Source: an optimization exercise on an open RTL-to-GDS flow (aim: small area and a short achievable clock period). Production flows keep margins and buffers that such runs may drop. RTL that was checked went through simulation tests only; none was proved equivalent to the original. The RTL of runs 1 to 5 was laid out without a check of its function. Power and IR drop assume default switching activity. No driver is modelled on the clock port, so clocking that relies on it looks cheaper here than on a real chip.

===== flow/run.sh =====
#!/bin/bash
# synth_recipe.tcl (not shown) runs the flow's synth.tcl, then flattens the netlist and writes it again
# the make line also repeats each setting of config.mk as NAME=value (left out here)
make -C /OpenROAD-flow-scripts/flow DESIGN_CONFIG=/design/flow/config.mk WORK_HOME=/design/flow/orfs CLKGATE_MAP_FILE= SYNTH_SCRIPT=/design/flow/synth_recipe.tcl finish

===== flow/config.mk =====
export PLATFORM = sky130hd
export DESIGN_NAME = video_frame_top
export DESIGN_NICKNAME = video_frame_top
export VERILOG_FILES = /design/flow/design.v
export SDC_FILE = /design/flow/constraint.sdc
export NUM_CORES = 4
export LEC_CHECK = 0
export CAP_MARGIN = 20
export CORE_MARGIN = 2
export CORE_UTILIZATION = 75
export CTS_CLUSTER_DIAMETER = 80
export CTS_CLUSTER_SIZE = 32
export PLACE_DENSITY = 0.85
export SETUP_SLACK_MARGIN = 1.6
export SLEW_MARGIN = 20

===== flow/constraint.sdc =====
create_clock -name core_clock -period 3.5 [get_ports {clk}]
set_input_delay 0.7000 -clock core_clock [delete_from_list [all_inputs] [get_ports {clk}]]
set_output_delay 0.7000 -clock core_clock [all_outputs]
set_load 0.01 [all_outputs]

===== flow/design.v =====
package video_pkg;
   typedef enum logic [1:0] {
      mode_view,
      mode_source,
      mode_copy,
      mode_result
   } mode_t;
   typedef logic [7:0] pixel_t;
   typedef logic [$clog2(16 * 8)-1:0] vaddr_t;
   typedef logic [$clog2(64)-1:0] hcount_t;
   typedef logic [$clog2(30)-1:0] vcount_t;
endpackage
`timescale 1ns/1ps
module video_frame_top
(
   input  logic   clk,
   input  logic   arst_n,
   input  video_pkg::mode_t  mode,
   input  logic   cam_valid,
   input  logic   cam_frame_start,
   input  video_pkg::pixel_t cam_pixel,
   input  logic   copy_start,
   output logic   copy_done,
   output video_pkg::pixel_t vid_pixel,
   output logic   vid_hsync,
   output logic   vid_vsync,
   output logic   vid_blank
);
   logic [5:0] hcount;
   logic [4:0] vcount;
   logic       hblank, vblank, hsync, vsync, blank;
   logic       hwin, vwin;
   logic       next_hblank, next_vblank, next_hwin, next_vwin;
   logic       hreset, vreset;
   assign hreset = (hcount == 6'(64 - 1));
   assign vreset = hreset && (vcount == 5'(30 - 1));
   assign next_hblank = hreset ? 1'b0 : ((hcount == 6'(48 - 1)) ? 1'b1 : hblank);
   assign next_vblank = vreset ? 1'b0 :
                        ((hreset && vcount == 5'(24 - 1)) ? 1'b1 : vblank);
   assign next_hwin   = (hcount == 6'(8 - 1)) ? 1'b1 :
                        ((hcount == 6'(8 + 16 - 1)) ? 1'b0 : hwin);
   assign next_vwin   = (hreset && vcount == 5'(4 - 1)) ? 1'b1 :
                        ((hreset && vcount == 5'(4 + 8 - 1)) ? 1'b0 : vwin);
   video_pkg::mode_t mode_q;
   logic sel_data, sel_fill;
   always_ff @(posedge clk or negedge arst_n) begin
      if (!arst_n) begin
         hcount   <= '0;
         vcount   <= '0;
         hblank   <= 1'b0;
         vblank   <= 1'b0;
         hwin     <= 1'b0;
         vwin     <= 1'b0;
         hsync    <= 1'b1;
         vsync    <= 1'b1;
         blank    <= 1'b1;
         sel_data <= 1'b0;
         sel_fill <= 1'b0;
         mode_q   <= video_pkg::mode_view;
      end else begin
         hcount <= hreset ? '0 : hcount + 1'b1;
         if (hreset) begin
            vcount <= vreset ? '0 : vcount + 1'b1;
         end
         hblank <= next_hblank;
         vblank <= next_vblank;
         hwin   <= next_hwin;
         vwin   <= next_vwin;
         hsync  <= (hcount == 6'(52 - 1)) ? 1'b0 :
                   ((hcount == 6'(58 - 1)) ? 1'b1 : hsync);
         vsync  <= (hreset && vcount == 5'(26 - 1)) ? 1'b0 :
                   ((hreset && vcount == 5'(28 - 1)) ? 1'b1 : vsync);
         blank  <= next_vblank | next_hblank;
         sel_data <= next_hwin && next_vwin && mode_q[0];
         sel_fill <= !(next_vblank || next_hblank) && !(next_hwin && next_vwin);
         mode_q   <= mode;
      end
   end
   logic [6:0] wr_ptr;
   logic [6:0] this_addr;
   logic [3:0] wslot_idx;
   logic [3:0] phc;       
   logic [7:0] wdat, wdat_n;
   logic [2:0] wtag;
   logic [3:0] wx;
   logic       wr0;       
   logic       wrw;       
   logic [15:0] wslot;
   logic [7:0] tap;
   logic       active;
   logic       cam_store;
   assign this_addr = cam_frame_start ? '0 : wr_ptr;
   assign cam_store = cam_valid && (mode == video_pkg::mode_view);
   assign wslot_idx = this_addr[3:0] + phc;
   always_ff @(posedge clk or negedge arst_n) begin
      if (!arst_n) begin
         phc    <= 4'd6;
         wr_ptr <= '0;
         wr0    <= 1'b0;
         wrw    <= 1'b0;
      end else begin
         phc <= phc - 1'b1;
         if (cam_valid) begin
            wr_ptr <= this_addr + 1'b1;
         end else if (cam_frame_start) begin
            wr_ptr <= '0;
         end
         wr0 <= cam_store && (this_addr[6:4] == 3'd0);
         wrw <= cam_store && (this_addr[6:4] != 3'd0);
      end
   end
   always_ff @(posedge clk) begin
      wdat   <= active ? tap : cam_pixel;
      wdat_n <= active ? ~tap : ~cam_pixel;
      wtag   <= this_addr[6:4];
      wx     <= this_addr[3:0];
      for (int s = 0; s < 16; s++) begin
         wslot[s] <= (wslot_idx == 4'(s));
      end
   end
   logic [8:0] cnt;
   logic [2:0] crow;
   logic [5:0] ck;
   logic       ld;     
   logic       last;
   logic [7:0] cdata;
   logic [3:0] bsel;
   logic       wwin;   
   logic [7:0] we1;
   assign crow = cnt[8:6];
   assign ck   = cnt[5:0];
   assign last = active && (cnt == {3'd7, 6'd58});
   always_ff @(posedge clk or negedge arst_n) begin
      if (!arst_n) begin
         active    <= 1'b0;
         cnt       <= '0;
         copy_done <= 1'b0;
      end else begin
         if (active) begin
            cnt <= cnt + 1'b1;
            if (last) active <= 1'b0;
         end else if (copy_start) begin
            active <= 1'b1;
            cnt    <= '0;
         end
         copy_done <= last;
      end
   end
   always_comb begin
      for (int r = 0; r < 8; r++) begin
         we1[r] = wwin && (crow == 3'(r));
      end
   end
   always_ff @(posedge clk or negedge arst_n) begin
      if (!arst_n) begin
         ld   <= 1'b0;
         wwin <= 1'b0;
      end else begin
         ld <= active && (ck >= 6'd25) && (ck <= 6'd40);
         wwin <= active && (ck >= 6'd42) && (ck <= 6'd57);
      end
   end
   logic [7:0] wh_d [16];
   logic [15:0] wh_v;
   logic [15:0] wh_in;
   logic [3:0] xl, xl_n;
   logic [2:0] rl, rl_n, rlm, rlm_n;
   logic [3:0] xc_n;
   logic [2:0] ctag_n;
   logic [7:1] ctag;
   always_comb begin
      for (int j = 0; j < 16; j++) begin
         wh_in[j] = (wrw && wslot[j]) || (j == 15 && ld);
      end
   end
   assign xl_n   = wrw ? wx : xl;
   assign rl_n   = wrw ? wtag : rl;
   assign rlm_n  = wrw ? wtag - 3'd1 : rlm;
   assign xc_n   = ~phc;   
   assign ctag_n = (xc_n <= xl_n) ? rl_n : rlm_n;
   always_ff @(posedge clk or negedge arst_n) begin
      if (!arst_n) begin
         wh_v <= '0;
      end else begin
         for (int j = 0; j < 15; j++) begin
            wh_v[j] <= (wrw && wslot[j]) || wh_v[j+1];
         end
         wh_v[15] <= wrw && wslot[15];
      end
   end
   always_ff @(posedge clk) begin
      for (int j = 0; j < 16; j++) begin
         if (wh_in[j]) begin
            wh_d[j] <= (j % 2 == 1) ? ~wdat : ~wdat_n;
         end else begin
            wh_d[j] <= ~wh_d[(j + 1) % 16];
         end
      end
      xl  <= xl_n;
      rl  <= rl_n;
      rlm <= rlm_n;
      for (int r = 1; r < 8; r++) begin
         ctag[r] <= (ctag_n == 3'(r));
      end
      bsel  <= {phc[2:0], 1'b1};   
      cdata <= ~wh_d[bsel];
   end
   logic [7:0] b0 [8][16];
   logic [7:0] b1 [8][16];
   always_ff @(posedge clk) begin
      for (int j = 0; j < 16; j++) begin
         if (wr0 && wslot[j]) begin
            b0[0][j] <= (j % 2 == 1) ? ~wdat : ~wdat_n;
         end else begin
            b0[0][j] <= ~b0[0][(j + 1) % 16];
         end
      end
      for (int r = 1; r < 8; r++) begin
         for (int j = 0; j < 15; j++) begin
            b0[r][j] <= b0[r][j+1];
         end
         b0[r][15] <= (wh_v[0] && ctag[r]) ? wh_d[0] : b0[r][0];
      end
      for (int r = 0; r < 8; r++) begin
         for (int j = 0; j < 15; j++) begin
            b1[r][j] <= b1[r][j+1];
         end
         b1[r][15] <= we1[r] ? cdata : b1[r][0];
      end
   end
   logic [2:0] rsel;
   logic       bsel1;
   always_ff @(posedge clk) begin
      rsel  <= active ? crow : (vcount[2:0] ^ 3'd4);
      bsel1 <= !active && (mode_q == video_pkg::mode_result);
   end
   assign tap = bsel1 ? b1[rsel][0] : b0[rsel][0];
   logic vid_hsync_n, vid_vsync_n, vid_blank_n;
   assign vid_hsync = ~vid_hsync_n;
   assign vid_vsync = ~vid_vsync_n;
   assign vid_blank = ~vid_blank_n;
   always_ff @(posedge clk or negedge arst_n) begin
      if (!arst_n) begin
         vid_pixel   <= '0;
         vid_hsync_n <= 1'b0;
         vid_vsync_n <= 1'b0;
         vid_blank_n <= 1'b0;
      end else begin
         vid_hsync_n <= ~hsync;
         vid_vsync_n <= ~vsync;
         vid_blank_n <= ~blank;
         vid_pixel <= sel_data ? tap : {sel_fill, 7'd0};
      end
   end
endmodule

==> results of run 1 <==
## through the flow
stage / instances / total power (µW) / hold slack [ps] / worst slack, ps
finish: 4411 / 46400 / 48.9 / 1360
floorplan: 3322 / 31700 / 310 / 1560
global placement: 4250 / 33000 / 310 / 795
detailed placement: 4250 / 33400 / 312 / 556
global route: 4410 / 47300 / 84.5 / 1340
CTS: 4373 / 45200 / 191 / 1470
## worst max-delay path: stages, from the launching register on
cell and delay, ps:
dfxtp_4 400, buf_4 150, buf_12 140, mux2i_1 210
a211oi_2 630, o221ai_4 210, a31o_1 270
## layer usage
metal | up-vias | part of all wire, %
met5 | - | 0
met4 | 0 | 4.6
met3 | 307 | 5.8
met2 | 998 | 48
met1 | 12456 | 41
li1 | 11091 | -
## layout by cell type, fill, tap and decap left out, types with 6 or more instances in the layout
cell	Yosys	routed
nor3_1	20	18
inv_2	2	6
nand2_1	75	72
a31oi_1	11	10
a221oi_1	10	8
dfrtp_2	0	10
nor2_1	44	42
buf_6	1	16
mux2i_1	288	279
a22o_1	7	7
clkbuf_1	39	13
dfrtp_1	70	59
o21ai_0	19	18
and3_1	6	6
nor2b_1	14	10
nand3_1	14	13
nand2b_1	33	30
ha_1	19	13
nand4_1	8	8
a22oi_1	19	17
xnor2_1	10	7
a21oi_1	20	19
clkbuf_16	0	89
a21boi_1	8	7
mux2_2	130	133
buf_12	0	12
dfxtp_1	2247	2241
clkdlybuf4s50_1	0	12
a211oi_2	0	7
inv_1	32	28
a32oi_1	8	6
a31o_1	10	8
buf_4	5	40
o21ai_1	8	6
## worst max-delay path by stage
stage / depth (start not counted) / end / slack (ps)
6_report: 6 / wdat_n[6]$_DFF_P_ / 1360
5_1_grt: 7 / vid_pixel[0]$_DFF_PN0_ / 1340
4_1_cts: 2 / vid_vsync / 1470
3_5_place_dp: 6 / wslot[0]$_DFF_P_ / 560
3_3_place_gp: 7 / wslot[0]$_DFF_P_ / 800
2_1_floorplan: 10 / ctag[2]$_DFF_P_ / 1560
## what timing repair did
| action | CTS | global route |
|---|---|---|
| endpoints found under the setup margin | 274 | 86 |
| buffers inserted | 18 | 35 |
| gates resized for setup | 106 | 93 |
| pin swaps | 11 | 31 |
| endpoints found under the hold margin | 0 | 0 |
| gates cloned | 1 | 2 |
## cells in the mapped netlist, types with 11 or more instances
master	number	area (µm²)
inv_1	32	120
mux2i_1	288	2880
dfxtp_1	2247	45000
clkbuf_1	39	146
nand2_1	75	282
mux2_2	130	1460
dfrtp_1	70	1750
nor3_1	20	100
a22oi_1	19	143
o21ai_0	19	95.1
nand3_1	14	70.1
nor2_1	44	165
a31oi_1	11	68.8
ha_1	19	238
nand2b_1	33	206
nor2b_1	14	87.6
buf_2	17	85.1
a21oi_1	20	100
## power groups by stage
stage	sequential, µW	combinational, µW	clock [µW]
global route	31000	3200	13100
detailed placement	31200	2110	0
CTS	30800	2390	12100
floorplan	29900	1810	0
finish	31000	3080	12400
global placement	31000	1980	0
## cell type report
class	count	area (µm²)	share of cell area, %
clock inverters	4	70.1	0.118
flip-flops and latches	2322	46900	78.7
repair buffers	87	936	1.57
well taps	959	1200	2.01
multi-input cells	903	8140	13.6
diodes	1	2.50	0.00420
clock buffers	100	2230	3.73
inverters	35	131	0.220
## logic make-up (layout without fill, tap and decap cells)
logic type | Yosys count | in the layout | synth area share, %
AND/OR/NAND/NOR | 254 | 255 | 2.40
adder cells (fa/ha/maj) | 20 | 20 | 0.470
XOR/XNOR | 17 | 17 | 0.271
flip-flops | 2322 | 2322 | 85.4
other | 0 | 1 | 0
AO/OA/AOI/OAI | 185 | 185 | 2.54
multiplexers | 426 | 426 | 8.11
buffers and inverters | 98 | 226 | 0.757
## registers in the layout (all words and copies together), names as in the netlist, 8 cells and up
signal     cells
wh_d         128
wslot         16
wh_v          16
wdat_n         8
b0          1024
cdata          8
wdat           8
vid_pixel      8
b1          1024
cnt            9
==> metrics.md, run 1 <==
| Metric | Value |
|---|---|
| Run status | no timing/DRC/antenna violations |
| DR vias/cell | 5.63 |
| First-pass GRT wire length | 167,000 µm |
| Post-synth top flop | dfxtp_1 |
| Met2 usage | 50.8% |
| Cts hold-fix bufs | 0 |
| Port Buffer Count | 26 |
| Final GP Congestion | 0.924 |
| Yosys warns | 4 |
| Initial antenna violation count | 4 |
| Worst Hold Class | input port to asynchronous set/reset pin |
| Setup TNS | 0 ps |
| Int Power | 34,800 µW |
| Flop pwr share | 66.8% |
| Post-Syn Instances | 3,322 |
| CTS root buf | clkbuf_16 |
| Fin. Hold Viols | 0 |
| Pin count of the biggest net entering global routing | 76 |
| CP endpoint kind | flip-flop |
| Routed len/inst | 27.6 µm |
| # fillers | 3,110 |
| Grt peak-use layer | met2 |
| Dpl cell area | 0.0561 mm² |
| Period utilization | 61.1% |
| Post-DRT Antenna Nets | 0 |
| CTS tree | built |
| Share of layout cells above drive strength 1 | 12.3% |
| # rows | 99 |
| Leak | 0.0257 µW |
| Flop2flop setup slack | 1360 ps |
| Fmax | 468 MHz |
| Die area | 0.0753 mm² |
| Unrepaired setup endpoints after global routing | yes |
| CTS buffer count | 82 |
| Initial cell density of the core | 75.4% |
| Initial DRC count | 2,090 |
| Final setup vio count | 0 |
| Area grow syn2layout | 8.66% |
| Design area | 0.0596 mm² |
| Die Width | 274 µm |
| Pwr/cell area | 779 mW/mm² |
| Critical path required time | 4080 ps |
| Syn Area/Cell | 16.5 µm² |
| Nets | 3,466 |
| Worst Reg-to-Reg Cells | 6 |
| Synthesized flop and latch total | 2,322 |
| Vias in the first global route | 25,633 |
| Sequential-to-total area share from yosys stat | 85.4% |
| H-tree depth | 3 |
| DR DRC count | 0 |
| Via count | 24,852 |
| Library cells used by synthesis | 79 |
| EDFF count, synth | 0 |
| Grt ovf | 0 |
| Min Tclk post-route | 2140 ps |
| Post-Syn Area | 0.0548 mm² |
| IO Count | 27 |
| Setup Skew | 31.1 ps |
| Critical Path AT | 2720 ps |
| 1st-pass router iterations | 8 |
| Worst r2r src | rsel[0]$_DFF_P_ |
| Post-layout util | 82.0% |
| Met3 Use GR | 5.20% |
| Post-synth ARST share | 3.23% |
| Type of the worst setup path | flip-flop to flip-flop |
| Mapped Nets | 3,357 |
| Max_cap viols | 0 |
| CTS sink count | 2,322 |
| Clk network pwr share | 26.6% |
| Worst Tran Pin Value | 1150 ps |
| Startpoint Class | flip-flop |
| Clock latency (worst-skew pair) | 690 ps |
| Worst Setup SP | rsel[0]$_DFF_P_ |
| Fin. max-slew vios | 0 |
| Logic gate share of total power | 6.6% |
| Routed WL | 122,000 µm |
| CTS max path bufs | 3 |
| Post-DP HPWL | 65,100 µm |
| VDD IR max | 0.754 mV |
| Tot GR Track Use | 30.6% |
| Worst rel slew slack | 23.1% |
| FF-to-FF End | wdat_n[6]$_DFF_P_ |
| P_sw | 11,600 µW |
| Clock slew at reported path FFs | 120 ps |
| Die Y | 274 µm |
| Sw Ratio | 25.1% |
| Core area | 0.0727 mm² |
| CP max FO | 12 |
| Met1 Resource Use GR | 40.7% |
==> inputs of run 2 (changes only) <==
--- a/flow/config.mk
+++ b/flow/config.mk
@@ -8,8 +8,8 @@
 export CAP_MARGIN = 20
 export CORE_MARGIN = 2
-export CORE_UTILIZATION = 75
+export CORE_UTILIZATION = 65
 export CTS_CLUSTER_DIAMETER = 80
 export CTS_CLUSTER_SIZE = 32
-export PLACE_DENSITY = 0.85
+export PLACE_DENSITY = 0.75
 export SETUP_SLACK_MARGIN = 1.6
 export SLEW_MARGIN = 20
==> metrics.md, run 2 <==
| Metric | Value |
|---|---|
| Run status | no timing/DRC/antenna violations |
| Worst slack, placed | 567 ps (+10.5 ps) |
| Setup TNS | 0 ps (unchanged) |
| Library cells used by synthesis | 79 (unchanged) |
| Post-synth ARST share | 3.23% (unchanged) |
| Setup Skew | 35.6 ps (+4.49 ps) |
| Routed WL | 94,000 µm (-23%) |
| Initial DRC count | 1,354 (-35%) |
| First-pass GRT wire length | 142,000 µm (-15%) |
| H-tree depth | 3 (unchanged) |
| Worst Hold Class | input port to asynchronous set/reset pin |
| Initial antenna violation count | 7 (+3) |
| CTS tree | built |
| Post-Syn Area | 0.0548 mm² (unchanged) |
| Startpoint Class | flip-flop |
| # rows | 106 (+7.1%) |
| Most common cell after layout, fill and taps aside | dfxtp_1 |
| Area grow syn2layout | 7.74% |
| CP endpoint kind | output port |
| Post-DP HPWL | 60,600 µm (-6.9%) |
| IO Count | 27 (unchanged) |
| Yosys top cell area share | 82.0% (unchanged) |
| Clock latency (worst-skew pair) | 690 ps (about the same) |
| Yosys top cell by area | dfxtp_1 |
| Count leader, synth | dfxtp_1 |
| Synthesized flop and latch total | 2,322 (unchanged) |
| Unrepaired setup endpoints after global routing | yes |
| Vias in the first global route | 23,145 (-9.7%) |
| Worst rel slew slack | 34.7% (+12 points) |
| EDFF count, synth | 0 (unchanged) |
| Fin. Hold Viols | 0 (unchanged) |
| Syn Area/Cell | 16.5 µm² (unchanged) |
| Final setup vio count | 0 (unchanged) |
| Biggest regs | b0 (1024), b1 (1024), wh_d (128) |
| Share of layout cells above drive strength 1 | 10.3% (-2.0 points) |
| Grt ovf | 0 (unchanged) |
| Int Power | 34,400 µW (-1.1%) |
| Leading cell types in the layout, fill and taps excluded | dfxtp_1, mux2i_1, mux2_2 |
| Synth top area cells | dfxtp_1, mux2i_1, dfrtp_1, mux2_2, nand2_1 |
| Fmax | 472 MHz (+0.89%) |
| Mapped Nets | 3,357 (unchanged) |
| Flop pwr share | 68.5% (+1.7 points) |
| P_sw | 10,400 µW (-11%) |
| Die area | 0.0867 mm² (+15%) |
| CTS root buf | clkbuf_16 |
| Max_cap viols | 0 (unchanged) |
| CTS max path bufs | 3 (unchanged) |
| DR vias/cell | 5.08 (-9.8%) |
| Worst Setup SP | vid_hsync_n$_DFF_PN0_ |
| DR DRC count | 0 (unchanged) |
| Worst setup margin | 1380 ps (+19.0 ps) |
| Critical path required time | 2800 ps (-1280 ps) |
| 1st-pass router iterations | 6 (-2) |
| Nets | 3,431 (-1.0%) |
| Post-DRT Antenna Nets | 0 (unchanged) |
| Post-Syn Instances | 3,322 (unchanged) |
| Worst Tran Pin Value | 978 ps (-174 ps) |
| Tot GR Track Use | 21.9% (-8.7 points) |
| Logic gate share of total power | 4.9% (-1.7 points) |
| Yosys warns | 4 (unchanged) |
| Critical Path AT | 1420 ps (-1300 ps) |
| CTS buffer count | 83 (+1.2%) |
| Sw Ratio | 23.2% (-1.9 points) |
| Pwr/cell area | 757 mW/mm² (-2.7%) |
| Clk network pwr share | 26.6% (about the same) |
| Port Buffer Count | 26 (unchanged) |
| Core area | 0.0836 mm² (+15%) |
| Clock slew at reported path FFs | 120 ps (about the same) |
| CTS sink count | 2,322 (unchanged) |
| Fin. max-slew vios | 0 (unchanged) |
| Period utilization | 60.5% (-0.54 points) |
| Top cells by count, synth | dfxtp_1, mux2i_1, mux2_2, nand2_1, dfrtp_1 |
| Power Total | 44,800 µW (-3.6%) |
| Routed len/inst | 20.9 µm (-24%) |
| Min Tclk post-route | 2120 ps (-19.0 ps) |
| Via count | 22,868 (-8.0%) |
| Fin Hold WS | 30.9 ps (-17.9 ps) |
| VDD IR max | 0.581 mV (-23%) |
| Pin count of the biggest net entering global routing | 76 (unchanged) |
| Post-synth top flop | dfxtp_1 |
| CP max FO | 1 (-11) |
| Sequential-to-total area share from yosys stat | 85.4% (unchanged) |
| Leak | 0.0254 µW (-1.1%) |
| Final GP Congestion | 0.900 (-2.7%) |
| Worst r2r src | wrw$_DFF_PN0_ |
| Type of the worst setup path | flip-flop to output port |
| Die Width | 294 µm (+7.3%) |
| Initial cell density of the core | 65.6% (-9.8 points) |
| Die Y | 294 µm (+7.3%) |
==> run 2: per-layer routing <==
layer  wire length (µm)  part of all wire, %  vias up  GRT usage [%]
met5                  0                    0        -              0
met3               3720                  4.0      136           2.87
met2              41100                   44      435           33.3
met4               2070                  2.2        0           5.40
li1                   -                    -    11024              -
met1              47100                   50    11273           33.6
==> run 2: area by class of cell <==
| cell class | instances | area, µm² |
|---|---|---|
| Tap cell | 1080 | 1350 |
| Clock inverter | 12 | 190 |
| Fill cell | 5039 | 24500 |
| Inverter | 35 | 131 |
| Antenna cell | 3 | 7.51 |
| Clock buffer | 94 | 2140 |
| Sequential cell | 2322 | 46900 |
| Multi-Input combinational cell | 902 | 7860 |
| Timing Repair Buffer | 52 | 515 |
==> run 2: cells by family (layout without fill, tap and decap cells) <==
group                      count (synthesis)  after routing  share of synthesized area [%]
muxes                                    426            426                           8.11
DFF                                     2322           2322                           85.4
other                                      0              3                              0
xor gates and xnor gates                  17             17                          0.271
buffers and inverters                     98            193                          0.757
and+or+nand+nor                          254            254                           2.40
adders and majority gates                 20             20                          0.470
AOI/OAI and AO/OA                        185            185                           2.54
==> run 2: critical path: stages, from the launching register on <==
cell     delay [ps]
dfrtp_2         530
inv_2            60
buf_6           120
==> run 2: repair_timing <==
| item | 4_1_cts | 5_1_grt |
|---|---|---|
| gates resized for setup | 90 | 41 |
| hold buffers | 0 | 0 |
| pin swaps | 9 | 10 |
| gates cloned | 0 | 0 |
| endpoints found under the setup margin | 249 | 61 |
| endpoints found under the hold margin | 0 | 0 |
| setup buffers | 16 | 7 |
==> run 2: final timing paths <==
kind,endpoint,slack (ps),depth (start not counted)
max,vid_hsync,1380,2
min,vcount[3]$_DFFE_PN0P_,30,1
max reg2reg,ctag[1]$_DFF_P_,1600,7
min reg2reg,b1[60][3]$_DFF_P_,310,0
max in group asynchronous,wrw$_DFF_PN0_,2870,1
min in group core_clock,b1[60][3]$_DFF_P_,310,0
==> run 2: power by group through the flow <==
stage	Sequential, µW	Combinational (µW)	Clock (µW)
after floorplan	29900	1810	0
after global placement	31100	1850	0
after detailed placement	31200	1950	0
after CTS	30600	2110	12100
after global routing	30900	2390	13000
final	30600	2190	11900
==> run 2: per-stage QoR <==
step                std cells  area (µm²)  util (%)
finish                   4500       59100      70.7
global route             4497       59100      70.7
CTS                      4490       58800      70.4
detailed placement       4368       56300      67.3
global placement         4368       56300      67.3
floorplan                3322       54900         -
==> inputs of run 3 (changes only) <==
==> flow/flow/run.sh (new file) <==
#!/bin/bash
# Standard layout, with one extra step before detailed placement: each
# output port's register (and the inverter after it, if any) is moved next
# to the port's output buffer, so the register drives a short wire.
set -euo pipefail
here=$(pwd)
export PRE_DETAIL_PLACE_TCL="$here/flow/out_regs.tcl"
bash standard.sh > "$here/standard.log" 2>&1
==> flow/flow/out_regs.tcl (new file) <==
# Move the cells that drive each output buffer next to that buffer.
set block [ord::get_db_block]
proc out_driver { net } {
  foreach it [$net getITerms] {
    if {[$it isOutputSignal]} { return [$it getInst] }
  }
  return ""
}
set moved 0
foreach bt [$block getBTerms] {
  if {[$bt getIoType] ne "OUTPUT"} { continue }
  set net [$bt getNet]
  if {$net eq "NULL"} { continue }
  set buf [out_driver $net]
  if {$buf eq ""} { continue }
  set loc [$buf getLocation]
  set inst $buf
  for {set k 0} {$k < 3} {incr k} {
    set in_net ""
    foreach it [$inst getITerms] {
      if {[$it isInputSignal] && [$it getNet] ne "NULL"} { set in_net [$it getNet] }
    }
    if {$in_net eq ""} { break }
    if {[llength [$in_net getITerms]] != 2 || [llength [$in_net getBTerms]] != 0} { break }
    set d [out_driver $in_net]
    if {$d eq ""} { break }
    $d setLocation [lindex $loc 0] [lindex $loc 1]
    incr moved
    puts "out_regs: [$d getName] -> next to [$buf getName]"
    if {[[$d getMaster] isSequential]} { break }
    set inst $d
  }
}
puts "out_regs: moved $moved cells"
==> flow/standard.sh (new file) <==
#!/bin/bash
# synth_recipe.tcl (not shown) runs the flow's synth.tcl, then flattens the netlist and writes it again
# the make line also repeats each setting of config.mk as NAME=value (left out here)
make -C /OpenROAD-flow-scripts/flow DESIGN_CONFIG=/design/flow/config.mk WORK_HOME=/design/flow/orfs CLKGATE_MAP_FILE= SYNTH_SCRIPT=/design/flow/synth_recipe.tcl "${@:-finish}"
removed: flow/run.sh
==> metrics.md, run 3 <==
| Metric | Value |
|---|---|
| Run status | complete, but fails checks |
| Layout Check Failures | antenna rules |
| Routed WL | 95,700 µm (+1.8%) |
| Mapped Nets | 3,357 (unchanged) |
| Worst Tran Pin Value | 978 ps (-0.429 ps) |
| Via count | 23,058 (+0.83%) |
| Post-Syn Instances | 3,322 (unchanged) |
| Die area | 0.0867 mm² (unchanged) |
| Share of layout cells above drive strength 1 | 10.9% (+0.65 points) |
| CP endpoint kind | flip-flop |
| Fmax | 501 MHz (+6.2%) |
| Period utilization | 57.0% (-3.5 points) |
| Post-DRT Antenna Nets | 1 (+1) |
| Pwr/cell area | 757 mW/mm² (about the same) |
| Leak | 0.0255 µW (+0.59%) |
| Biggest regs | b0 (1024), b1 (1024), wh_d (128) |
| Post-layout util | 71.1% (+0.35 points) |
| Logic gate share of total power | 5.5% (+0.6 points) |
| P_sw | 10,500 µW (+1.1%) |
| Cts hold-fix bufs | 0 (unchanged) |
| Worst rel slew slack | 34.7% (about the same) |
| DR DRC count | 0 (unchanged) |
| H-tree depth | 3 (unchanged) |
| 1st-pass router iterations | 5 (-1) |
| Worst Hold Class | input port to asynchronous set/reset pin |
| Sequential-to-total area share from yosys stat | 85.4% (unchanged) |
| CTS tree | built |
| Port Buffer Count | 26 (unchanged) |
| Top cells by count, synth | dfxtp_1, mux2i_1, mux2_2, nand2_1, dfrtp_1 |
| Vias in the first global route | 23,085 (-0.26%) |
| Nets | 3,450 (+0.55%) |
| Flop pwr share | 68.1% (-0.4 points) |
| Critical Path End | vid_pixel[2]$_DFF_PN0_ |
| IO Count | 27 (unchanged) |
| Post-synth ARST share | 3.23% (unchanged) |
| Initial cell density of the core | 65.6% (unchanged) |
| Yosys warns | 4 (unchanged) |
| Count leader, synth | dfxtp_1 |
| # fillers | 5,050 (+0.22%) |
| Startpoint Class | flip-flop |
| Min Tclk post-route | 2000 ps (-123 ps) |
| Clock latency (worst-skew pair) | 680 ps (about the same) |
| Grt ovf | 0 (unchanged) |
| Worst r2r src | rsel[0]$_DFF_P_ |
| CTS buffer count | 83 (unchanged) |
| Post-DP HPWL | 60,500 µm (-0.19%) |
| Final GP Congestion | 0.900 (unchanged) |
| Fin. max-slew vios | 0 (unchanged) |
| Initial DRC count | 1,460 (+7.8%) |
| Flop2flop setup slack | 1500 ps (-100 ps) |
| First-pass GRT wire length | 142,000 µm (+0.38%) |
| Leading cell types in the layout, fill and taps excluded | dfxtp_1, mux2i_1, mux2_2 |
| Int Power | 34,500 µW (+0.23%) |
| Critical Path AT | 2560 ps (+1140 ps) |
| Setup Skew | 36.5 ps (+0.879 ps) |
| Die Width | 294 µm (unchanged) |
| Syn Area/Cell | 16.5 µm² (unchanged) |
| Clk network pwr share | 26.3% (-0.3 points) |
| Most common cell after layout, fill and taps aside | dfxtp_1 |
| CTS root buf | clkbuf_16 |
| VDD IR max | 0.626 mV (+7.8%) |
| Sw Ratio | 23.3% (+0.16 points) |
| Post-synth top flop | dfxtp_1 |
| CTS max path bufs | 3 (unchanged) |
| Final setup vio count | 0 (unchanged) |
| Fin. Hold Viols | 0 (unchanged) |
| Worst Setup SP | rsel[0]$_DFF_P_ |
| Max_cap viols | 0 (unchanged) |
| CP max FO | 11 (+10) |
| Critical path required time | 4060 ps (+1260 ps) |
| Pin count of the biggest net entering global routing | 76 (unchanged) |
| Synthesized flop and latch total | 2,322 (unchanged) |
| Die Y | 294 µm (unchanged) |
| Setup TNS | 0 ps (unchanged) |
| Tot GR Track Use | 22.1% (+0.21 points) |
| Yosys top cell by area | dfxtp_1 |
| Library cells used by synthesis | 79 (unchanged) |
| Synth top area cells | dfxtp_1, mux2i_1, dfrtp_1, mux2_2, nand2_1 |
| Yosys top cell area share | 82.0% (unchanged) |
| FF-to-FF End | vid_pixel[2]$_DFF_PN0_ |
| Clock slew at reported path FFs | 110 ps (about the same) |
| DR vias/cell | 5.10 (+0.38%) |
| Area grow syn2layout | 8.28% |
| # rows | 106 (unchanged) |
| CTS sink count | 2,322 (unchanged) |
| Power Total | 45,000 µW (+0.43%) |
| Core area | 0.0836 mm² (unchanged) |
| Worst Reg-to-Reg Cells | 7 (unchanged) |
| EDFF count, synth | 0 (unchanged) |
| Routed len/inst | 21.2 µm (+1.4%) |
| Post-Syn Area | 0.0548 mm² (unchanged) |
| Unrepaired setup endpoints after global routing | yes |
| Type of the worst setup path | flip-flop to flip-flop |
| Initial antenna violation count | 14 (+7) |
==> run 3: cell counts after synthesis <==
No cell type changed its count.
==> run 3: layer usage <==
layer	wire length [µm]	vias up	GRT usage (%)
met5	19	-	0
met4	2830	4	6.76
met3	4580	161	3.46
met2	41300	549	33.1
met1	47000	11281	33.4
li1	-	11063	-
==> run 3: final cells by class <==
cell class	count	area [µm²]	area share, %
antenna	6	15.0	0.0253
clock buffer	94	2140	3.60
timing repair buffer	71	707	1.19
tap	1080	1350	2.28
clock inverter	10	129	0.217
multi-input combinational	902	8030	13.5
inverter	35	131	0.221
sequential	2322	46900	78.9
==> run 3: how the worst min path moves through the flow <==
stage                             startpoint             endpoint  slack [ps]  cells past startpoint
final                                 arst_n  hcount[5]$_DFF_PN0_          50                      1
after global placement    b1[121][4]$_DFF_P_   b1[120][4]$_DFF_P_         310                      0
after global routing                  arst_n  copy_done$_DFF_PN0_         100                      1
after detailed placement   b0[34][6]$_DFF_P_    b0[33][6]$_DFF_P_         310                      0
after floorplan           b0[101][0]$_DFF_P_   b0[100][0]$_DFF_P_         310                      0
after CTS                             arst_n  copy_done$_DFF_PN0_         220                      1
==> run 3: worst max-delay path: stages (launching register included) <==
cell and delay (ps):
dfxtp_4 380, buf_12 140, buf_4 150, clkbuf_16 160
mux2_1 220, a32oi_1 70, a311o_1 420, a21boi_2 330
==> run 3: per-stage QoR <==
stage	cells	cell area, µm²	setup slack, ps	hold slack (ps)
3_3_place_gp	4368	56300	786	309
6_report	4520	59400	1500	54.2
2_1_floorplan	3322	54900	1560	310
5_1_grt	4514	59400	1490	105
4_1_cts	4486	58800	1480	223
3_5_place_dp	4368	56300	547	312
==> run 3: power by group through the flow <==
| stage | registers [µW] | logic [µW] | clock network, µW |
|---|---|---|---|
| after global routing | 30800 | 2690 | 12900 |
| after floorplan | 29900 | 1810 | 0 |
| after CTS | 30600 | 2140 | 12000 |
| after global placement | 31100 | 1850 | 0 |
| after detailed placement | 31200 | 1950 | 0 |
| final | 30600 | 2490 | 11800 |
==> run 3: repair_timing <==
action,CTS,global route
gates resized for setup,95,53
endpoints found under the setup margin,245,90
gates cloned,0,2
setup buffers,14,26
endpoints found under the hold margin,0,0
pin swaps,9,18
==> run 3: kinds of logic (layout without fill, tap and decap cells) <==
logic type      after synthesis  after routing  synth area share [%]
flops                      2322           2322                  85.4
mux                         426            426                  8.11
simple gates                254            254                  2.40
compound gates              185            185                  2.54
buf+inv                      98            210                 0.757
fa+ha+maj                    20             20                 0.470
xor+xnor                     17             17                 0.271
other cells                   0              6                     0
==> inputs of run 4 (changes only) <==
--- a/flow/design.v
+++ b/flow/design.v
@@ -81,4 +81,6 @@
    logic [3:0] wslot_idx;
    logic [3:0] phc;       
+   logic [3:0] wps;       
+   logic [2:0] wtagm;
    logic [7:0] wdat, wdat_n;
    logic [2:0] wtag;
@@ -87,13 +89,14 @@
    logic       wrw;       
    logic [15:0] wslot;
-   logic [7:0] tap;
+   logic [7:0] rd_q;
    logic       active;
    logic       cam_store;
    assign this_addr = cam_frame_start ? '0 : wr_ptr;
    assign cam_store = cam_valid && (mode == video_pkg::mode_view);
-   assign wslot_idx = this_addr[3:0] + phc;
-   always_ff @(posedge clk or negedge arst_n) begin
-      if (!arst_n) begin
-         phc    <= 4'd6;
+   assign wslot_idx = cam_frame_start ? phc : wps;
+   always_ff @(posedge clk or negedge arst_n) begin
+      if (!arst_n) begin
+         phc    <= 4'd5;
+         wps    <= 4'd5;
          wr_ptr <= '0;
          wr0    <= 1'b0;
@@ -103,6 +106,10 @@
          if (cam_valid) begin
             wr_ptr <= this_addr + 1'b1;
+            wps    <= cam_frame_start ? phc : wps;
          end else if (cam_frame_start) begin
             wr_ptr <= '0;
+            wps    <= phc - 1'b1;
+         end else begin
+            wps    <= wps - 1'b1;
          end
          wr0 <= cam_store && (this_addr[6:4] == 3'd0);
@@ -111,7 +118,8 @@
    end
    always_ff @(posedge clk) begin
-      wdat   <= active ? tap : cam_pixel;
-      wdat_n <= active ? ~tap : ~cam_pixel;
+      wdat   <= active ? rd_q : cam_pixel;
+      wdat_n <= active ? ~rd_q : ~cam_pixel;
       wtag   <= this_addr[6:4];
+      wtagm  <= this_addr[6:4] - 1'b1;
       wx     <= this_addr[3:0];
       for (int s = 0; s < 16; s++) begin
@@ -176,7 +184,7 @@
    assign xl_n   = wrw ? wx : xl;
    assign rl_n   = wrw ? wtag : rl;
-   assign rlm_n  = wrw ? wtag - 3'd1 : rlm;
+   assign rlm_n  = wrw ? wtagm : rlm;
    assign xc_n   = ~phc;   
-   assign ctag_n = (xc_n <= xl_n) ? rl_n : rlm_n;
+   assign ctag_n = wrw ? ((xc_n <= wx) ? wtag : wtagm) : ((xc_n <= xl) ? rl : rlm);
    always_ff @(posedge clk or negedge arst_n) begin
       if (!arst_n) begin
@@ -203,6 +211,6 @@
          ctag[r] <= (ctag_n == 3'(r));
       end
-      bsel  <= {phc[2:0], 1'b1};   
-      cdata <= ~wh_d[bsel];
+      bsel  <= {phc[2:0] + 3'd1, 1'b0};   
+      cdata <= wh_d[bsel];
    end
    logic [7:0] b0 [8][16];
@@ -234,6 +242,6 @@
       rsel  <= active ? crow : (vcount[2:0] ^ 3'd4);
       bsel1 <= !active && (mode_q == video_pkg::mode_result);
-   end
-   assign tap = bsel1 ? b1[rsel][0] : b0[rsel][0];
+      rd_q  <= bsel1 ? b1[rsel][0] : b0[rsel][0];
+   end
    logic vid_hsync_n, vid_vsync_n, vid_blank_n;
    assign vid_hsync = ~vid_hsync_n;
@@ -250,5 +258,5 @@
          vid_vsync_n <= ~vsync;
          vid_blank_n <= ~blank;
-         vid_pixel <= sel_data ? tap : {sel_fill, 7'd0};
+         vid_pixel <= sel_data ? rd_q : {sel_fill, 7'd0};
       end
    end
--- a/flow/flow/run.sh
+++ b/flow/flow/run.sh
@@ -6,3 +6,5 @@
 here=$(pwd)
 export PRE_DETAIL_PLACE_TCL="$here/flow/out_regs.tcl"
+# CTS as configured in config.mk, without dummy loads
+export CTS_ARGS="-sink_clustering_enable -repair_clock_nets -sink_clustering_size 32 -sink_clustering_max_diameter 80 -dont_use_dummy_load"
 bash standard.sh > "$here/standard.log" 2>&1
--- a/flow/config.mk
+++ b/flow/config.mk
@@ -12,4 +12,4 @@
 export CTS_CLUSTER_SIZE = 32
 export PLACE_DENSITY = 0.75
-export SETUP_SLACK_MARGIN = 1.6
+export SETUP_SLACK_MARGIN = 1.8
 export SLEW_MARGIN = 20
==> metrics.md, run 4 <==
| Metric | Value |
|---|---|
| Post-synth top flop | dfxtp_1 |
| Pin count of the biggest net entering global routing | 64 (-16%) |
| CTS max path bufs | 3 (unchanged) |
| Synthesized flop and latch total | 2,337 (+0.65%) |
| Final GP Congestion | 0.832 (-7.6%) |
| DR vias/cell | 5.01 (-1.8%) |
| Die area | 0.0874 mm² (+0.82%) |
| Final setup vio count | 0 (unchanged) |
| Setup Skew | 52.4 ps (+15.9 ps) |
| Leak | 0.0260 µW (+1.9%) |
| Syn Area/Cell | 16.4 µm² (-0.49%) |
| Post-Syn Instances | 3,366 (+1.3%) |
| Port Buffer Count | 26 (unchanged) |
| Die Y | 296 µm (+0.41%) |
| Type of the worst setup path | flip-flop to flip-flop |
| Max_cap viols | 0 (unchanged) |
| Mux cell area share after synthesis | 8.57% (+0.47 points) |
| VDD IR max | 0.623 mV (-0.57%) |
| # fillers | 5,063 (+0.26%) |
| Flop2flop setup slack | 1450 ps (-50 ps) |
| CTS buffer count | 83 (unchanged) |
| Initial cell density of the core | 65.9% (+0.23 points) |
| Clock latency (worst-skew pair) | 680 ps (about the same) |
| Worst path cell trace | inv_6 > ha_4 > o211ai_1 > buf_4 > a21o_1 > a22oi_1 > o211ai_1 > and3b_1 |
| Initial DRC count | 1,502 (+2.9%) |
| CP max-delay cell | dfstp_2 |
| Biggest regs | b0 (1024), b1 (1024), wh_d (128) |
| CTS tree | built |
| Fin. max-slew vios | 0 (unchanged) |
| Critical path required time | 4050 ps (about the same) |
| FF-to-FF End | ctag[1]$_DFF_P_ |
| Post-Synth XOR/XNOR Area | 0.269% (-0.0022 points) |
| Buf/Inv on CP | 2 (-1) |
| CTS root buf | clkbuf_16 |
| Worst Reg-to-Reg Cells | 8 (+1) |
| H-tree depth | 3 (unchanged) |
| # rows | 106 (unchanged) |
| Top cells by count, synth | dfxtp_1, mux2i_1, mux2_2, nand2_1, dfrtp_1 |
| Via count | 23,171 (+0.49%) |
| Largest family of logic cells by synthesized area | multiplexers |
| Clock slew at reported path FFs | 110 ps (about the same) |
| Post-synth ARST share | 3.38% (+0.15 points) |
| Fmax | 488 MHz (-2.6%) |
| EDFF count, synth | 10 (+10) |
| Routed WL | 91,900 µm (-4.0%) |
| DR DRC count | 0 (unchanged) |
| Delay-heaviest family, CP | compound AO/OA/AOI/OAI gates |
| Post-DRT Antenna Nets | 0 (-1) |
| Worst Hold Class | input port to asynchronous set/reset pin |
| Cts hold-fix bufs | 0 (unchanged) |
| Sequential-to-total area share from yosys stat | 85.5% (about the same) |
| CP endpoint kind | flip-flop |
| Yosys top cell area share | 81.4% (-0.64 points) |
| Run status | no timing/DRC/antenna violations |
| Leading cell types in the layout, fill and taps excluded | dfxtp_1, mux2i_1, mux2_2 |
| Fin. Hold Viols | 0 (unchanged) |
| CP max FO | 7 (-4) |
| IO Count | 27 (unchanged) |
| Critical Path AT | 2600 ps (+40 ps) |
| Share of layout cells above drive strength 1 | 12.7% (+1.7 points) |
| Period utilization | 58.6% (+1.5 points) |
| Pwr/cell area | 749 mW/mm² (-1.1%) |
| Antenna diode count | 0 (-6) |
| Worst rel slew slack | 35.1% (+0.33 points) |
| Worst r2r src | phc[2]$_DFF_PN1_ |
| Core area | 0.0840 mm² (+0.48%) |
| CP max stage delay | 580 ps (+160 ps) |
| Mapped Nets | 3,405 (+1.4%) |
| CTS sink count | 2,337 (+0.65%) |
| Post-layout util | 71.6% (+0.51 points) |
| Initial antenna violation count | 5 (-9) |
| Post-DP HPWL | 56,800 µm (-6.1%) |
| Post-Synth Simple-Gate Area | 2.44% (+0.037 points) |
| Synth Area in Compound Gates | 1.83% (-0.71 points) |
| Area grow syn2layout | 8.67% |
| Post-Syn Area | 0.0553 mm² (+0.83%) |
| Library cells used by synthesis | 62 (-22%) |
| Tot GR Track Use | 21.1% (-1.1 points) |
| Synth top area cells | dfxtp_1, mux2i_1, dfrtp_1, mux2_2, nand2_1 |
| Most common cell after layout, fill and taps aside | dfxtp_1 |
| Die Width | 296 µm (+0.41%) |
| Nets | 3,532 (+2.4%) |
| Routed len/inst | 19.9 µm (-6.1%) |
| Vias in the first global route | 23,675 (+2.6%) |
| Most used cell, CP | o211ai_1 |
| Post-Synth Adder-Cell Area | 0.543% (+0.073 points) |
| Unrepaired setup endpoints after global routing | yes |
| Yosys top cell by area | dfxtp_1 |
| Yosys warns | 4 (unchanged) |
| Setup TNS | 0 ps (unchanged) |
| First-pass GRT wire length | 139,000 µm (-2.5%) |
| Worst Tran Pin Value | 974 ps (-3.64 ps) |
| Min Tclk post-route | 2050 ps (+54.1 ps) |
| Grt ovf | 0 (unchanged) |
| Startpoint Class | flip-flop |
| Count leader, synth | dfxtp_1 |
| 1st-pass router iterations | 5 (unchanged) |
[run 4: worst max-delay path by stage]
stage / cells past startpoint / start / end / slack [ps]
floorplan: 8 / phc[2]$_DFF_PN1_ / ctag[2]$_DFF_P_ / 1560
global placement: 7 / rsel[1]$_DFF_P_ / rd_q[7]$_DFF_P_ / 1030
detailed placement: 7 / rsel[1]$_DFF_P_ / rd_q[7]$_DFF_P_ / 930
CTS: 2 / cnt[6]$_DFFE_PN0P_ / b1[79][3]$_DFF_P_ / 1450
global route: 9 / phc[1]$_DFF_PN0_ / ctag[7]$_DFF_P_ / 1330
finish: 8 / phc[2]$_DFF_PN1_ / ctag[1]$_DFF_P_ / 1450
[run 4: area by class of cell]
cell class	instances	area, µm²	share of cell area (%)
flip-flops and latches	2337	47300	78.7
inverters	55	224	0.373
multi-input cells	912	8000	13.3
clock buffers	83	2080	3.46
well taps	1134	1420	2.36
repair buffers	104	1050	1.76
[run 4: cells by family (layout without fill, tap and decap cells)]
kind of cell | after synthesis | in the layout
DFF | 2337 | 2337
muxes | 439 | 439
and+or+nand+nor | 268 | 268
AOI/OAI and AO/OA | 164 | 164
buffers and inverters | 117 | 242
adders and majority gates | 24 | 24
xor gates and xnor gates | 17 | 17
[run 4: routing by layer]
layer  track usage, %  vias to the layer above  part of all wire (%)
met5                0                        -                     0
met4             5.60                        0                   2.5
met3             3.55                      148                   4.2
met2             33.9                      438                    46
met1             29.9                    11424                    47
li1                 -                    11161                     -
[run 4: metrics by stage]
stage | area [µm²] | total power (µW) | hold WS [ps] | setup WS (ps) | cells
finish | 60100 | 45000 | 175 | 1450 | 4625
global route | 60100 | 46500 | 221 | 1330 | 4625
CTS | 59600 | 44900 | 180 | 1450 | 4590
detailed placement | 56900 | 33300 | 312 | 926 | 4475
global placement | 56900 | 33100 | 310 | 1030 | 4475
floorplan | 55400 | 32000 | 310 | 1560 | 3366
[run 4: power by group]
group          switching [µW]  total, µW  internal, µW
clock                    7140      11400          4310
sequential               1660      30700         29000
combinational            1430       2860          1430
total                   10200      45000         34800
[run 4: timing repair]
action / 4_1_cts / 5_1_grt
setup buffers: 31 / 32
endpoints found under the hold margin: 0 / 0
pin swaps: 25 / 17
setup endpoints to repair: 251 / 65
gates resized for setup: 134 / 48
cloned: 1 / 3
==> inputs of run 5 (changes only) <==
--- a/flow/config.mk
+++ b/flow/config.mk
@@ -12,4 +12,4 @@
 export CTS_CLUSTER_SIZE = 32
 export PLACE_DENSITY = 0.75
-export SETUP_SLACK_MARGIN = 1.8
+export SETUP_SLACK_MARGIN = 1.6
 export SLEW_MARGIN = 20
==> metrics.md, run 5 <==
| Metric | Value |
|---|---|
| Run status | no timing/DRC/antenna violations |
| CTS tree | built |
| Worst Hold Class | input port to asynchronous set/reset pin |
| Pwr/cell area | 753 mW/mm² (+0.60%) |
| Pin count of the biggest net entering global routing | 80 (+25%) |
| Post-synth ARST share | 3.38% (unchanged) |
| P_sw | 10,300 µW (+0.29%) |
| 1st-pass router iterations | 5 (unchanged) |
| CP max stage delay | 440 ps (-140 ps) |
| H-tree depth | 3 (unchanged) |
| DR DRC count | 0 (unchanged) |
| Tot GR Track Use | 20.5% (-0.60 points) |
| Logic gate share of total power | 5.9% (-0.5 points) |
| Startpoint Class | flip-flop |
| Flop pwr share | 68.6% (+0.4 points) |
| Routed len/inst | 19.4 µm (-2.5%) |
| Yosys warns | 4 (unchanged) |
| Worst Setup SP | phc[1]$_DFF_PN0_ |
| Biggest regs | b0 (1024), b1 (1024), wh_d (128) |
| Min Tclk post-route | 2240 ps (+193 ps) |
| Die area | 0.0874 mm² (unchanged) |
| Leading cell types in the layout, fill and taps excluded | dfxtp_1, mux2i_1, mux2_2 |
| Syn Area/Cell | 16.4 µm² (unchanged) |
| Worst slack, placed | 657 ps (-269 ps) |
| Worst Tran Pin Value | 965 ps (-8.68 ps) |
| Worst rel slew slack | 35.5% (+0.49 points) |
| Initial DRC count | 1,162 (-23%) |
| Critical Path AT | 2810 ps (+210 ps) |
| Initial antenna violation count | 1 (-4) |
| Count leader, synth | dfxtp_1 |
| Period utilization | 64.1% (+5.5 points) |
| Yosys top cell area share | 81.4% (unchanged) |
| Area grow syn2layout | 7.64% |
| Synthesized flop and latch total | 2,337 (unchanged) |
| Clock slew at reported path FFs | 110 ps (about the same) |
| Post-DRT Antenna Nets | 0 (unchanged) |
| Die Width | 296 µm (unchanged) |
| Top cells by count, synth | dfxtp_1, mux2i_1, mux2_2, nand2_1, dfrtp_1 |
| Critical path required time | 4070 ps (+20 ps) |
| First-pass GRT wire length | 136,000 µm (-1.8%) |
| CP endpoint kind | flip-flop |
| Post-Syn Instances | 3,366 (unchanged) |
| CTS root buf | clkbuf_16 |
| Sequential-to-total area share from yosys stat | 85.5% (unchanged) |
| Final setup vio count | 0 (unchanged) |
| Clk network pwr share | 25.4% (about the same) |
| Fin. Hold Viols | 0 (unchanged) |
| Worst path cell trace | inv_4 > ha_4 > nor2b_4 > o211ai_1 > nand2_1 > buf_4 > a22oi_2 > o211ai_1 > buf_4 > and3b_1 |
| Post-DP HPWL | 54,500 µm (-4.0%) |
| Share of layout cells above drive strength 1 | 10.7% (-2.0 points) |
| Final GP Congestion | 0.804 (-3.3%) |
| Delay-heaviest family, CP | compound AO/OA/AOI/OAI gates |
| Clock latency (worst-skew pair) | 680 ps (about the same) |
| Buf/Inv on CP | 3 (+1) |
| Flop2flop setup slack | 1260 ps (-190 ps) |
| Setup Skew | 69.6 ps (+17.2 ps) |
| Int Power | 34,600 µW (-0.55%) |
| Met2 usage | 34.0% (+0.057 points) |
| EDFF count, synth | 10 (unchanged) |
| Vias in the first global route | 23,724 (+0.21%) |
| Library cells used by synthesis | 62 (unchanged) |
| Most common cell after layout, fill and taps aside | dfxtp_1 |
| Design area | 0.0595 mm² (-0.95%) |
| Initial cell density of the core | 65.9% (unchanged) |
| Met3 Use GR | 2.66% (-0.89 points) |
| Max_cap viols | 0 (unchanged) |
| # fillers | 5,185 (+2.4%) |
| Type of the worst setup path | flip-flop to flip-flop |
| Sw Ratio | 22.9% (+0.15 points) |
| Post-Syn Area | 0.0553 mm² (unchanged) |
| Grt peak-use layer | met2 |
| Fmax | 446 MHz (-8.6%) |
| Unrepaired setup endpoints after global routing | yes |
| Worst r2r src | phc[1]$_DFF_PN0_ |
| Setup TNS | 0 ps (unchanged) |
| IO Count | 27 (unchanged) |
| Die Y | 296 µm (unchanged) |
| Dpl cell area | 0.0569 mm² (about the same) |
| Mapped Nets | 3,405 (unchanged) |
| CP max-delay cell | dfrtp_2 |
| Via count | 22,799 (-1.6%) |
| CP max FO | 7 (unchanged) |
| CTS buffer count | 83 (unchanged) |
| Grt ovf | 0 (unchanged) |
| Post-synth top flop | dfxtp_1 |
| Nets | 3,498 (-0.96%) |
| Met1 Resource Use GR | 28.6% (-1.3 points) |
| Fin. max-slew vios | 0 (unchanged) |
| DR vias/cell | 4.96 (-0.90%) |
| Yosys top cell by area | dfxtp_1 |
| CTS sink count | 2,337 (unchanged) |
| CTS max path bufs | 3 (unchanged) |
| VDD IR max | 0.520 mV (-16%) |
| Synth top area cells | dfxtp_1, mux2i_1, dfrtp_1, mux2_2, nand2_1 |
| Core area | 0.0840 mm² (unchanged) |
| Port Buffer Count | 26 (unchanged) |
| # rows | 106 (unchanged) |
| Power Total | 44,800 µW (-0.36%) |
| Leak | 0.0258 µW (-0.86%) |
| Routed WL | 89,000 µm (-3.2%) |
| Worst setup margin | 1260 ps (-193 ps) |
run 5: cell counts after synthesis:
Identical to the previous run, type by type.
run 5: layout make-up:
type                    count  area [µm²]  share of cell area, %
diodes                      1        2.50                0.00420
clock buffers              83        2080                   3.49
inverters                  55         219                  0.368
multi-input cells         912        7820                   13.1
flip-flops and latches   2337       47300                   79.5
well taps                1134        1420                   2.38
repair buffers             70         686                   1.15
run 5: final timing paths:
check | cells past startpoint | to
setup / recovery | 10 | ctag[4]$_DFF_P_
hold / removal | 1 | wps[1]$_DFF_PN0_
setup reg to reg | 10 | ctag[4]$_DFF_P_
hold reg to reg | 0 | b0[45][4]$_DFF_P_
max in group asynchronous | 1 | active$_DFF_PN0_
min in group core_clock | 0 | b0[45][4]$_DFF_P_
run 5: per-layer routing:
layer | vias up | share of wire (%)
met1 | 11267 | 47
met2 | 325 | 47
met4 | 0 | 2.2
met5 | - | 0
met3 | 123 | 3.1
li1 | 11084 | -
run 5: through the flow:
stage	std cells	hold WS, ps	utilization [%]
final	4592	54.5	70.9
after global routing	4591	69.5	70.9
after CTS	4576	196	70.6
after detailed placement	4472	312	67.7
after global placement	4472	310	67.7
after floorplan	3366	310	-
run 5: cell families (layout without fill, tap and decap cells):
group | after synthesis | count (layout) | share of synthesized area [%]
DFF | 2337 | 2337 | 85.5
muxes | 439 | 439 | 8.57
and+or+nand+nor | 268 | 268 | 2.44
AOI/OAI and AO/OA | 164 | 164 | 1.83
buffers and inverters | 117 | 208 | 0.833
adders and majority gates | 24 | 24 | 0.543
xor gates and xnor gates | 17 | 17 | 0.269
other | 0 | 1 | 0
run 5: power by group through the flow:
stage	registers [µW]	clock network (µW)	logic, µW
floorplan	30200	0	1810
global route	31000	12500	2860
detailed placement	31400	0	2180
CTS	30800	11600	2470
global placement	31200	0	2080
finish	30800	11400	2660
run 5: what timing repair did:
action / 4_1_cts / 5_1_grt
setup endpoints to repair: 227 / 129
pin swaps: 21 / 15
buffers inserted: 20 / 14
gates resized for setup: 92 / 21
hold buffers: 0 / 0
gates cloned: 1 / 1
==> inputs of run 6 (changes only) <==
--- a/flow/design.v
+++ b/flow/design.v
@@ -174,5 +174,6 @@
    logic [3:0] xl, xl_n;
    logic [2:0] rl, rl_n, rlm, rlm_n;
-   logic [3:0] xc_n;
+   logic [3:0] xq;        
+   logic       cmp_q, cmpw_q;
    logic [2:0] ctag_n;
    logic [7:1] ctag;
@@ -185,10 +186,11 @@
    assign rl_n   = wrw ? wtag : rl;
    assign rlm_n  = wrw ? wtagm : rlm;
-   assign xc_n   = ~phc;   
-   assign ctag_n = wrw ? ((xc_n <= wx) ? wtag : wtagm) : ((xc_n <= xl) ? rl : rlm);
-   always_ff @(posedge clk or negedge arst_n) begin
-      if (!arst_n) begin
+   assign ctag_n = wrw ? (cmpw_q ? wtag : wtagm) : (cmp_q ? rl : rlm);
+   always_ff @(posedge clk or negedge arst_n) begin
+      if (!arst_n) begin
+         xq   <= 4'd11;
          wh_v <= '0;
       end else begin
+         xq <= xq + 1'b1;
          for (int j = 0; j < 15; j++) begin
             wh_v[j] <= (wrw && wslot[j]) || wh_v[j+1];
@@ -205,4 +207,6 @@
          end
       end
+      cmp_q  <= (xq <= xl_n);
+      cmpw_q <= (xq <= this_addr[3:0]);
       xl  <= xl_n;
       rl  <= rl_n;
--- a/flow/config.mk
+++ b/flow/config.mk
@@ -6,4 +6,5 @@
 export NUM_CORES = 4
 export LEC_CHECK = 0
+export ABC_AREA = 1
 export CAP_MARGIN = 20
 export CORE_MARGIN = 2
==> metrics.md, run 6 <==
| Metric | Value |
|---|---|
| Run status | no timing/DRC/antenna violations |
| Post-synth ARST share | 3.54% (+0.16 points) |
| Fin. max-slew vios | 0 (unchanged) |
| VDD IR max | 0.533 mV (+2.5%) |
| Final setup vio count | 0 (unchanged) |
| Synthesized flop and latch total | 2,343 (+0.26%) |
| Syn Area/Cell | 13.9 µm² (-15%) |
| Initial antenna violation count | 5 (+4) |
| Yosys top cell area share | 81.2% (-0.19 points) |
| Max_cap viols | 0 (unchanged) |
| Top cells by count, synth | dfxtp_1, nand2_1, inv_1, nor2_1, o21ai_0 |
| P_sw | 10,400 µW (+1.3%) |
| Synth top area cells | dfxtp_1, dfrtp_1, nand2_1, mux2i_1, inv_1 |
| Type of the worst setup path | flip-flop to flip-flop |
| Worst r2r src | bsel[1]$_DFF_P_ |
| Die area | 0.0879 mm² (+0.49%) |
| Buf/Inv on CP | 0 (-3) |
| Pwr/cell area | 756 mW/mm² (+0.37%) |
| Initial DRC count | 1,945 (+67%) |
| Worst Reg-to-Reg Cells | 3 (-7) |
| Setup Skew | 51.7 ps (-17.8 ps) |
| Count leader, synth | dfxtp_1 |
| IO Count | 27 (unchanged) |
| Routed len/inst | 18.0 µm (-7.2%) |
| Post-Syn Instances | 4,000 (+19%) |
| Initial cell density of the core | 65.4% (-0.50 points) |
| Unrepaired setup endpoints after global routing | yes |
| CP endpoint kind | flip-flop |
| Worst rel slew slack | 19.5% (-16 points) |
| Yosys warns | 4 (unchanged) |
| Sw Ratio | 23.2% (+0.35 points) |
| CP max-delay cell | nor3_1 |
| Startpoint Class | flip-flop |
| Critical Path AT | 2450 ps (-360 ps) |
| Yosys top cell by area | dfxtp_1 |
| Final GP Congestion | 0.858 (+6.7%) |
| First-pass GRT wire length | 140,000 µm (+2.9%) |
| Clock slew at reported path FFs | 110 ps (about the same) |
| Biggest regs | b0 (1024), b1 (1024), wh_d (128) |
| Leading cell types in the layout, fill and taps excluded | dfxtp_1, nand2_1, inv_1 |
| Area grow syn2layout | 6.43% |
| Cts hold-fix bufs | 0 (unchanged) |
| Worst Hold Class | input port to asynchronous set/reset pin |
| Dpl cell area | 0.0570 mm² (+0.15%) |
| Most common cell after layout, fill and taps aside | dfxtp_1 |
| Post-DRT Antenna Nets | 0 (unchanged) |
| # rows | 107 (+0.94%) |
| Die Width | 296 µm (+0.25%) |
| Fin. Hold Viols | 0 (unchanged) |
| Sequential-to-total area share from yosys stat | 85.3% (-0.24 points) |
| Pin count of the biggest net entering global routing | 43 (-46%) |
| Period utilization | 54.4% (-9.7 points) |
| CTS max path bufs | 3 (unchanged) |
| CP max stage delay | 980 ps (+540 ps) |
| Post-synth top flop | dfxtp_1 |
| Grt ovf | 0 (unchanged) |
| Via count | 25,678 (+13%) |
| Power Total | 44,700 µW (-0.26%) |
| Mapped Nets | 4,039 (+19%) |
| DR DRC count | 0 (unchanged) |
| Post-Syn Area | 0.0556 mm² (+0.50%) |
| Fmax | 525 MHz (+18%) |
| Routed WL | 93,300 µm (+4.9%) |
| Share of layout cells above drive strength 1 | 4.18% (-6.5 points) |
| 1st-pass router iterations | 6 (+1) |
| Multi-input logic area | 0.00691 mm² (-12%) |
| Tot GR Track Use | 21.4% (+0.97 points) |
| DR vias/cell | 4.95 (-0.31%) |
| Clk network pwr share | 25.7% (+0.3 points) |
| Die Y | 296 µm (+0.25%) |
| Worst Setup SP | bsel[1]$_DFF_P_ |
| Core area | 0.0850 mm² (+1.3%) |
| Port Buffer Count | 26 (unchanged) |
| CTS tree | built |
| Vias in the first global route | 24,451 (+3.1%) |
| Setup TNS | 0 ps (unchanged) |
| Worst Tran Pin Value | 1200 ps (+233 ps) |
| Flop pwr share | 68.2% (-0.4 points) |
| Worst path cell trace | nor3_1 > nand2_1 > nand3_1 |
| Critical path required time | 4050 ps (-20 ps) |
| Min Tclk post-route | 1900 ps (-338 ps) |
| Nets | 4,081 (+17%) |
| CP max FO | 8 (+1) |
| CTS sink count | 2,343 (+0.26%) |
| Leak | 0.0255 µW (-1.0%) |
| Delay-heaviest family, CP | simple AND/OR/NAND/NOR gates |
| CTS root buf | clkbuf_16 |
| EDFF count, synth | 6 (-4) |
| Int Power | 34,300 µW (-0.72%) |
| Clock latency (worst-skew pair) | 690 ps (about the same) |
| Logic gate share of total power | 6.1% (+0.2 points) |
| Crit path depth | 3 (-7) |
| Post-DP HPWL | 60,100 µm (+10%) |
| CTS buffer count | 84 (+1.2%) |
| H-tree depth | 3 (unchanged) |
| # fillers | 5,619 (+8.4%) |
| Library cells used by synthesis | 40 (-35%) |
| Sequential cell area | 0.0474 mm² (+0.19%) |
| Design area | 0.0592 mm² (-0.63%) |
## run 6: cell types whose count changed after synthesis, moves of 35 or more
cell and delta:
nor2_1 +167, a21oi_1 +72, mux2i_1 -153, nand3_1 +35, o21ai_0 +111, inv_1 +180, nand4_1 +47, mux2_2 -143
nand2_1 +303, o21ai_1 +112
## run 6: timing repair
action / CTS / global route
endpoints found under the setup margin: 25 / 28
pin swaps: 1 / 1
buffers inserted: 2 / 4
gates resized for setup: 55 / 7
gates cloned: 0 / 1
## run 6: logic make-up (layout without fill, tap and decap cells)
| kind of cell | count (synthesis) | count (layout) | synth area share [%] |
|---|---|---|---|
| other | 0 | 4 | 0 |
| buffers and inverters | 335 | 375 | 2.38 |
| adders and majority gates | 24 | 24 | 0.540 |
| muxes | 129 | 129 | 2.33 |
| DFF | 2343 | 2343 | 85.3 |
| xor gates and xnor gates | 14 | 14 | 0.221 |
| AOI/OAI and AO/OA | 394 | 394 | 3.59 |
| and+or+nand+nor | 761 | 761 | 5.68 |
## run 6: final cells by class
class / count / area share [%]
repair buffers: 40 / 0.605
diodes: 4 / 0.0169
well taps: 1144 / 2.42
multi-input cells: 1322 / 11.7
clock buffers: 84 / 3.55
inverters: 251 / 1.60
flip-flops and latches: 2343 / 80.1
## run 6: final timing paths
path	endpoint	slack, ps
worst max-delay path	cdata[3]$_DFF_P_	1600
worst min-delay path	vcount[2]$_DFFE_PN0N_	100
worst max register to register	cdata[3]$_DFF_P_	1600
worst min register to register	b1[74][3]$_DFF_P_	300
max in group asynchronous	hsync$_DFFE_PN1P_	2410
min in group core_clock	b1[74][3]$_DFF_P_	300
## run 6: metrics by stage
stage | utilization (%) | std cells | hold WS, ps | setup WS [ps]
after global placement | 67.0 | 5093 | 309 | 861
after CTS | 69.5 | 5179 | 71.2 | 1560
after global routing | 69.6 | 5184 | 96.5 | 1530
after detailed placement | 67.0 | 5093 | 312 | 870
final | 69.6 | 5188 | 96.6 | 1600
after floorplan | - | 4000 | 310 | 1620
## run 6: power groups by stage
stage / Combinational [µW] / Clock, µW / Sequential, µW
finish: 2720 / 11500 / 30500
global route: 3020 / 12600 / 30700
CTS: 2690 / 11700 / 30500
detailed placement: 2630 / 0 / 31100
global placement: 2540 / 0 / 31000
floorplan: 1940 / 0 / 30300
## run 6: routing by layer
metal	GRT usage [%]	wire length, µm
met2	32.9	41000
met1	31.7	44700
met5	0	13
met3	3.32	4930
met4	6.78	2670

-- afterwards: timing with drivers on the ports --
In the flow no input, the clock included, has a driving cell. The finished layouts below were timed again as built, in two steps. Step 1, drivers: a clkbuf_16 drives clk and a buf_2 each remaining input, both assumed. Step 2 adds t to the input delays and takes it off the output delays; t is the mean of the earliest and latest rising clock arrival at the registers after step 1. Input paths then give back, and output paths get back, about the clock's delay inside the block. Three values: ideal ports, drivers, drivers and shift; two values: the first two.
run	shift t [ns]	setup WS [ns]	latest minus earliest clock arrival (ns)	worst register clock-pin slew, ns	cell pins on the clock port's net
run 1	0.747	1.362 / 1.362 / 1.046	0.036 / 0.036	0.13 / 0.13	1
run 2	0.734	1.381 / 1.317 / 0.972	0.045 / 0.044	0.12 / 0.12	1
run 3	0.728	1.504 / 1.504 / 1.132	0.041 / 0.041	0.12 / 0.12	1
run 4	0.714	1.450 / 1.450 / 1.199	0.066 / 0.066	0.12 / 0.12	1
run 5	0.710	1.257 / 1.257 / 0.992	0.081 / 0.081	0.12 / 0.12	1
run 6	0.719	1.596 / 1.534 / 1.185	0.071 / 0.072	0.12 / 0.12	1
For run 6, which loses most, drivers alone change the setup slack by -0.062 ns; drivers and shift together by -0.411 ns.
